This is an optimization exercise on Yosys and OpenROAD, whose aim is a short achievable clock period and few clock cycles per item, not a production implementation. In this exercise RTL edits were held to simulation tests only and were not proved equivalent to the original.

==> design/flow/design.v <==
package ibs_pkg;
	localparam int unsigned COORD_W = 32;
	localparam int unsigned OFF_W = 33;
	localparam int unsigned SQ_W = 66;
	localparam int unsigned DIST_W = 34;
	localparam int unsigned RAD_W = 32;
	typedef enum logic [7:0] {
		ST_IDLE  = 8'b0000_0001,
		ST_SQ    = 8'b0000_0010,
		ST_ROOT  = 8'b0000_0100,
		ST_CMP   = 8'b0000_1000,
		ST_MUL   = 8'b0001_0000,
		ST_DIV   = 8'b0010_0000,
		ST_UPD   = 8'b0100_0000,
		ST_OUT   = 8'b1000_0000
	} ibs_state_t;
endpackage
import ibs_pkg::*;
module ibs_divider (
	input  logic                           clk,
	input  logic                           arst_n,
	input  logic                           start,
	input  logic [2*ibs_pkg::DIST_W-1:0]   num,
	input  logic [ibs_pkg::DIST_W-1:0]     den,
	output logic                           done,
	output logic [ibs_pkg::DIST_W-1:0]     quot
);
	localparam int unsigned NW = 2 * DIST_W;
	localparam int unsigned CW = $clog2(NW + 1);
	logic [NW-1:0]     num_q;
	logic [DIST_W:0]   rem_q;
	logic [CW-1:0]     cnt_q;
	logic              busy_q;
	logic [DIST_W:0]   shifted;
	logic [DIST_W:0]   diff;
	assign shifted = {rem_q[DIST_W-1:0], num_q[NW-1]};
	assign diff = shifted - {1'b0, den};
	always_ff @(posedge clk or negedge arst_n) begin
		if (!arst_n) begin
			busy_q <= 1'b0;
			cnt_q  <= '0;
			done   <= 1'b0;
		end else begin
			done <= 1'b0;
			if (start) begin
				busy_q <= 1'b1;
				cnt_q  <= CW'(DIST_W);
			end else if (busy_q) begin
				cnt_q <= cnt_q - 1'b1;
				if (cnt_q == CW'(1)) begin
					busy_q <= 1'b0;
					done   <= 1'b1;
				end
			end
		end
	end
	always_ff @(posedge clk) begin
		if (start) begin
			num_q <= {num[DIST_W-1:0], {DIST_W{1'b0}}};
			rem_q <= {1'b0, num[NW-1:DIST_W]};
			quot  <= '0;
		end else if (busy_q) begin
			num_q <= {num_q[NW-2:0], 1'b0};
			if (!diff[DIST_W]) begin
				rem_q <= diff;
				quot  <= {quot[DIST_W-2:0], 1'b1};
			end else begin
				rem_q <= shifted;
				quot  <= {quot[DIST_W-2:0], 1'b0};
			end
		end
	end
endmodule
import ibs_pkg::*;
module incremental_bounding_sphere (
	input  logic        clk,
	input  logic        arst_n,
	input  logic        in_valid,
	output logic        in_stall,
	input  logic signed [31:0] point_x,
	input  logic signed [31:0] point_y,
	input  logic signed [31:0] point_z,
	input  logic        start_new,
	output logic        out_valid,
	input  logic        out_stall,
	output logic signed [31:0] center_x,
	output logic signed [31:0] center_y,
	output logic signed [31:0] center_z,
	output logic [31:0] sphere_radius,
	output logic        grew,
	output logic        saturated
);
	ibs_pkg::ibs_state_t        state_q;
	logic signed [COORD_W-1:0] ctr_q [3];
	logic [RAD_W-1:0]  rad_q;
	logic              empty_q;
	logic signed [OFF_W-1:0] off_q [3];
	logic [SQ_W-1:0]   sum_q;
	logic [DIST_W-1:0] root_q;
	logic [DIST_W-1:0] half_q;
	logic [1:0]        axis_q;
	logic [5:0]        bit_q;
	logic [DIST_W-1:0] mul_a, mul_b;
	logic [2*DIST_W-1:0] mul_p;
	logic [DIST_W-1:0] trial;
	logic [OFF_W-1:0]  off_mag;
	logic              div_start, div_done;
	logic [DIST_W-1:0] div_q;
	logic [DIST_W:0]   rad_sum;
	logic signed [COORD_W+1:0] new_c;
	assign trial = root_q | (DIST_W'(1) << bit_q);
	assign off_mag = off_q[axis_q][OFF_W-1] ? OFF_W'(-off_q[axis_q]) : off_q[axis_q];
	always_comb begin
		mul_a = DIST_W'(off_mag);
		mul_b = DIST_W'(off_mag);
		unique case (state_q)
			ST_ROOT: begin
				mul_a = trial;
				mul_b = trial;
			end
			ST_MUL:  mul_b = half_q;
			default: ;
		endcase
	end
	assign mul_p = mul_a * mul_b;
	assign rad_sum = {3'b000, rad_q} + {1'b0, half_q};
	assign new_c = off_q[axis_q][OFF_W-1]
		? (COORD_W+2)'(ctr_q[axis_q]) - (COORD_W+2)'(signed'({2'b00, div_q}))
		: (COORD_W+2)'(ctr_q[axis_q]) + (COORD_W+2)'(signed'({2'b00, div_q}));
	assign div_start = (state_q == ST_MUL);
	ibs_divider u_div (
		.clk    (clk),
		.arst_n (arst_n),
		.start  (div_start),
		.num    (mul_p),
		.den    (root_q),
		.done   (div_done),
		.quot   (div_q)
	);
	assign in_stall = (state_q != ST_IDLE) || out_valid;
	always_ff @(posedge clk or negedge arst_n) begin
		if (!arst_n) begin
			state_q   <= ST_IDLE;
			empty_q   <= 1'b1;
			out_valid <= 1'b0;
			rad_q     <= '0;
			for (int i = 0; i < 3; i++) ctr_q[i] <= '0;
		end else begin
			if (state_q == ST_OUT) out_valid <= 1'b1;
			else if (out_valid && !out_stall) out_valid <= 1'b0;
			unique case (state_q)
				ST_IDLE: if (in_valid && !in_stall) begin
					if (start_new || empty_q) begin
						ctr_q[0] <= point_x;
						ctr_q[1] <= point_y;
						ctr_q[2] <= point_z;
						rad_q    <= '0;
						empty_q  <= 1'b0;
						grew     <= 1'b1;
						state_q  <= ST_OUT;
					end else begin
						off_q[0] <= OFF_W'(point_x) - OFF_W'(ctr_q[0]);
						off_q[1] <= OFF_W'(point_y) - OFF_W'(ctr_q[1]);
						off_q[2] <= OFF_W'(point_z) - OFF_W'(ctr_q[2]);
						sum_q    <= '0;
						axis_q   <= 2'd0;
						grew     <= 1'b0;
						state_q  <= ST_SQ;
					end
				end
				ST_SQ: begin
					sum_q <= sum_q + SQ_W'(mul_p);
					if (axis_q == 2'd2) begin
						root_q  <= '0;
						bit_q   <= 6'(DIST_W - 1);
						state_q <= ST_ROOT;
					end else axis_q <= axis_q + 2'd1;
				end
				ST_ROOT: begin
					if (mul_p <= (2*DIST_W)'(sum_q)) root_q <= trial;
					if (bit_q == 6'd0) state_q <= ST_CMP;
					else bit_q <= bit_q - 6'd1;
				end
				ST_CMP: begin
					if (root_q > DIST_W'(rad_q)) begin
						half_q  <= (root_q - DIST_W'(rad_q)) >> 1;
						grew    <= 1'b1;
						axis_q  <= 2'd0;
						state_q <= ST_MUL;
					end else state_q <= ST_OUT;
				end
				ST_MUL: state_q <= ST_DIV;
				ST_DIV: if (div_done) state_q <= ST_UPD;
				ST_UPD: begin
					ctr_q[axis_q] <= COORD_W'(new_c);
					if (axis_q == 2'd2) begin
						rad_q   <= (|rad_sum[DIST_W:RAD_W]) ? '1 : rad_sum[RAD_W-1:0];
						state_q <= ST_OUT;
					end else begin
						axis_q  <= axis_q + 2'd1;
						state_q <= ST_MUL;
					end
				end
				ST_OUT: state_q <= ST_IDLE;
				default: state_q <= ST_IDLE;
			endcase
		end
	end
	assign center_x = ctr_q[0];
	assign center_y = ctr_q[1];
	assign center_z = ctr_q[2];
	assign sphere_radius = rad_q;
	assign saturated = (rad_q == '1);
endmodule
==> design/flow/run.sh <==
#!/bin/bash
# synth_recipe.tcl (not shown) runs the flow's synth.tcl, then flattens the netlist and writes it again
# the make line also repeats each setting of config.mk as NAME=value (left out here)
make -C /OpenROAD-flow-scripts/flow DESIGN_CONFIG=/design/flow/config.mk WORK_HOME=/design/flow/orfs CLKGATE_MAP_FILE= SYNTH_SCRIPT=/design/flow/synth_recipe.tcl finish
==> design/flow/config.mk <==
export PLATFORM = sky130hd
export DESIGN_NAME = incremental_bounding_sphere
export DESIGN_NICKNAME = incremental_bounding_sphere
export VERILOG_FILES = /design/flow/design.v
export SDC_FILE = /design/flow/constraint.sdc
export NUM_CORES = 4
export LEC_CHECK = 0
export CAP_MARGIN = 20
export CORE_MARGIN = 2
export CORE_UTILIZATION = 40
export SLEW_MARGIN = 20
==> design/flow/constraint.sdc <==
create_clock -name core_clock -period 16.0 [get_ports {clk}]
set_input_delay 3.2000 -clock core_clock [delete_from_list [all_inputs] [get_ports {clk}]]
set_output_delay 3.2000 -clock core_clock [all_outputs]
set_load 0.01 [all_outputs]
==> summary.txt <==
Post-synth top flop=edfxtp_1; first-pass GRT wire length=440,000 µm; Post-synth ARST share=30.1%; CP arrival=15,620 ps; DIE WIDTH=436 µm; busiest layer in global routing=met2; Core ar.=186,000 µm²; total CTS buffers=56; Final Slew Violations=0; top cells by area, synth=fa_1 (28%), edfxtp_1 (12%), ha_1 (11%); cell taking the most area after synthesis=fa_1; CP Capture Type=flop; starting density of the core=40.3%; status=timing/DRC/antenna clean; Critical Path RT=16,320 ps; Worst-path clk slew=60 ps; Detail Route Antenna Nets=0; row count=158; Hold Buf Count CTS=0; Yosys cell types=89; GRT met1 Usage=42.3%; die area=190,000 µm²; CP Max Fanout=34; DR WL/cell=26.4 µm; Max Cap Viol=0; nets@finish=10,600; post-CTS sizing=0; die height=436 µm; clock latency (worst-skew pair)=720 ps; DRT Pass-1 Iters=6; xor and xnor area share after synthesis=4.41%; CTS Sinks=488; Seq cells post-synth=488; area occupied by multi-input gates=54,600 µm²; root buf cell=clkbuf_16; simple-gate share of the synthesized area=15.3%; minimum clock period=15,290 ps; skew final=90.6 ps; Seq. cell area=13,600 µm²; most frequent cell after synthesis=inv_1; number of global-route vias before repair=64,800; Post-Syn Nets=10,500; buffer depth of the longest clock path=3; Hold WC Path Type=reg -> reg; Compound-Gate Fraction of Synth Area=13.5%; CTS tree=done; GRT met3 Usage=6.30%; adder-cell area share of the yosys netlist=38.4%; fillcell total=18,300; Detailed Route WL=300,000 µm; largest net degree at the start of global routing=77; WHS=496 ps; Slew HR=20.3%; routed via count=64,700; post-synthesis mux area share=0.871%; I/O pins=233; YS warnings=4; synthesized area per cell=8.58 µm²; CP startpoint kind=flop; most frequent CP cell=fa_1; Hold Vio Cnt, Final=0; vias per cell=5.71; crit share post-route=95.6%; HPWL Detailed=244,000 µm; Post-Syn Instances=8,715; Yosys top cell area share=27.5%; antenna violations before repair=12; GPL Wtd Cong=1.04; largest family of logic cells by synthesized area=adder cells; Post-synth EDFFs=309; final setup fails=0; setup_tns=0 ps; top cells by count, synth=inv_1 (1,452), nor2_1 (1,201), fa_1 (1,028), nand2_1 (874), ha_1 (652); share of cells above drive strength 1=4.88%; total setup buffers inserted after CTS=0; Port Buffer Count=232; H-tree levels=2; Max Clk Rate=0.0654 GHz; Mapped Area=74,800 µm²; gr ovfl total=0; DRT iter0 DRCs=6,843; largest stage delay on the critical path=1020 ps; GRT Util Overall=31.3%; Layout area overhead=10.5%; crit path kind=reg -> reg; GR Util met2=47.6%; RSZ-0062 raised after global routing=no; Worst Tran Pin Value=1200 ps; Crit-path slowest cell=nor2b_2; sequential share of the synthesized area=18.2%; drt drc=0
## metrics by stage
stage | cells | instance area [µm²] | util, % | setup slack, ps
3_5_place_dp | 11200 | 80500 | 43.4 | 1200
6_report | 11300 | 82700 | 44.5 | 706
4_1_cts | 11300 | 82600 | 44.5 | 1040
5_1_grt | 11300 | 82700 | 44.5 | 19.7
3_3_place_gp | 11200 | 80500 | 43.4 | 1300
2_1_floorplan | 8715 | 74800 | - | 3080
## final timing paths
kind                       startpoint      endpoint  slack, ps  cells past startpoint
max                         axis_q[0]     root_q[4]        710                     49
min                           empty_q       empty_q        500                      1
max reg2reg                 axis_q[0]     root_q[4]        710                     49
min reg2reg                   empty_q       empty_q        500                      1
max in group asynchronous      arst_n  u_div.busy_q      12220                      2
min in group asynchronous      arst_n  ctr_q[1][12]       2490                      1
## state kept, by name, indices dropped and copies added (netlist names), 2 cells and up
signal / cells
u_div.num_q: 34
axis_q: 2
half_q: 33
u_div.quot: 32
root_q: 34
bit_q: 6
state_q: 8
u_div.cnt_q: 7
ctr_q: 96
rad_q: 32
sum_q: 66
off_q: 99
u_div.rem_q: 34
## critical path, delay by kind of cell (launching register included)
| family | cells | cell delay, ps |
|---|---|---|
| AOI/OAI and AO/OA | 22 | 5700 |
| adders and majority gates | 11 | 5310 |
| and+or+nand+nor | 4 | 1470 |
| buffers and inverters | 10 | 1320 |
| xor gates and xnor gates | 2 | 600 |
| DFF | 1 | 420 |
## area by class of cell
type                       count  share of cell area (%)
antenna                       10                  0.0303
clock buffer                  70                    1.88
clock inverter                36                   0.593
inverter                    1453                    6.60
multi-input combinational   6376                    66.1
sequential                   488                    16.5
tap                         2480                    3.75
timing repair buffer         426                    4.63
## kinds of logic after synthesis
group | Yosys count
compound gates | 1577
buf+inv | 1851
simple gates | 2678
fa+ha+maj | 1680
mux | 64
xor+xnor | 377
flops | 488
## routing by layer
layer / up-vias / wire length (µm)
met4: 0 / 18000
met2: 3208 / 130000
met1: 32500 / 123000
met3: 663 / 28400
li1: 28400 / -
met5: - / 0
## layout by cell type, fill, tap and decap left out, drive strengths merged, types with 57 or more instances in the layout
cell type / count
a211oi: 85
a21o: 144
a21oi: 589
a22oi: 60
a31oi: 57
buf: 195
clkbuf: 70
clkdlybuf4s50: 231
dfrtp: 145
edfxtp: 309
fa: 1028
ha: 652
inv: 1459
nand2: 874
nand2b: 57
nand3: 85
nor2: 1201
nor2b: 68
nor3: 102
o21ai: 237
o21bai: 72
xnor2: 257
xor2: 120
Testbench counts, summed over its fixed seeds: cycles 346,458, points 5,466.

-- what the ideal ports hide --
Ports are ideal in the flow. The routed layout listed here was re-timed in OpenROAD.
Step 1: set_driving_cell puts a clkbuf_16 on clk and a buf_2 on each other input, an assumption about the parent block.
Step 2 times the ports against the registers' clock, not the clock port: input delays grow and output delays shrink by t, the midpoint of the rising clock arrivals with the driver on.
Three values: ideal, step 1, step 2; two values: the first two.
shift t [ns]: 0.750
setup WS [ns]: 0.706 / 0.706 / 0.706
worst setup path after step 2: register to register
After both steps this run still meets setup and hold. For this run, drivers alone change the setup slack by 0.000 ns; drivers and shift together by 0.000 ns.
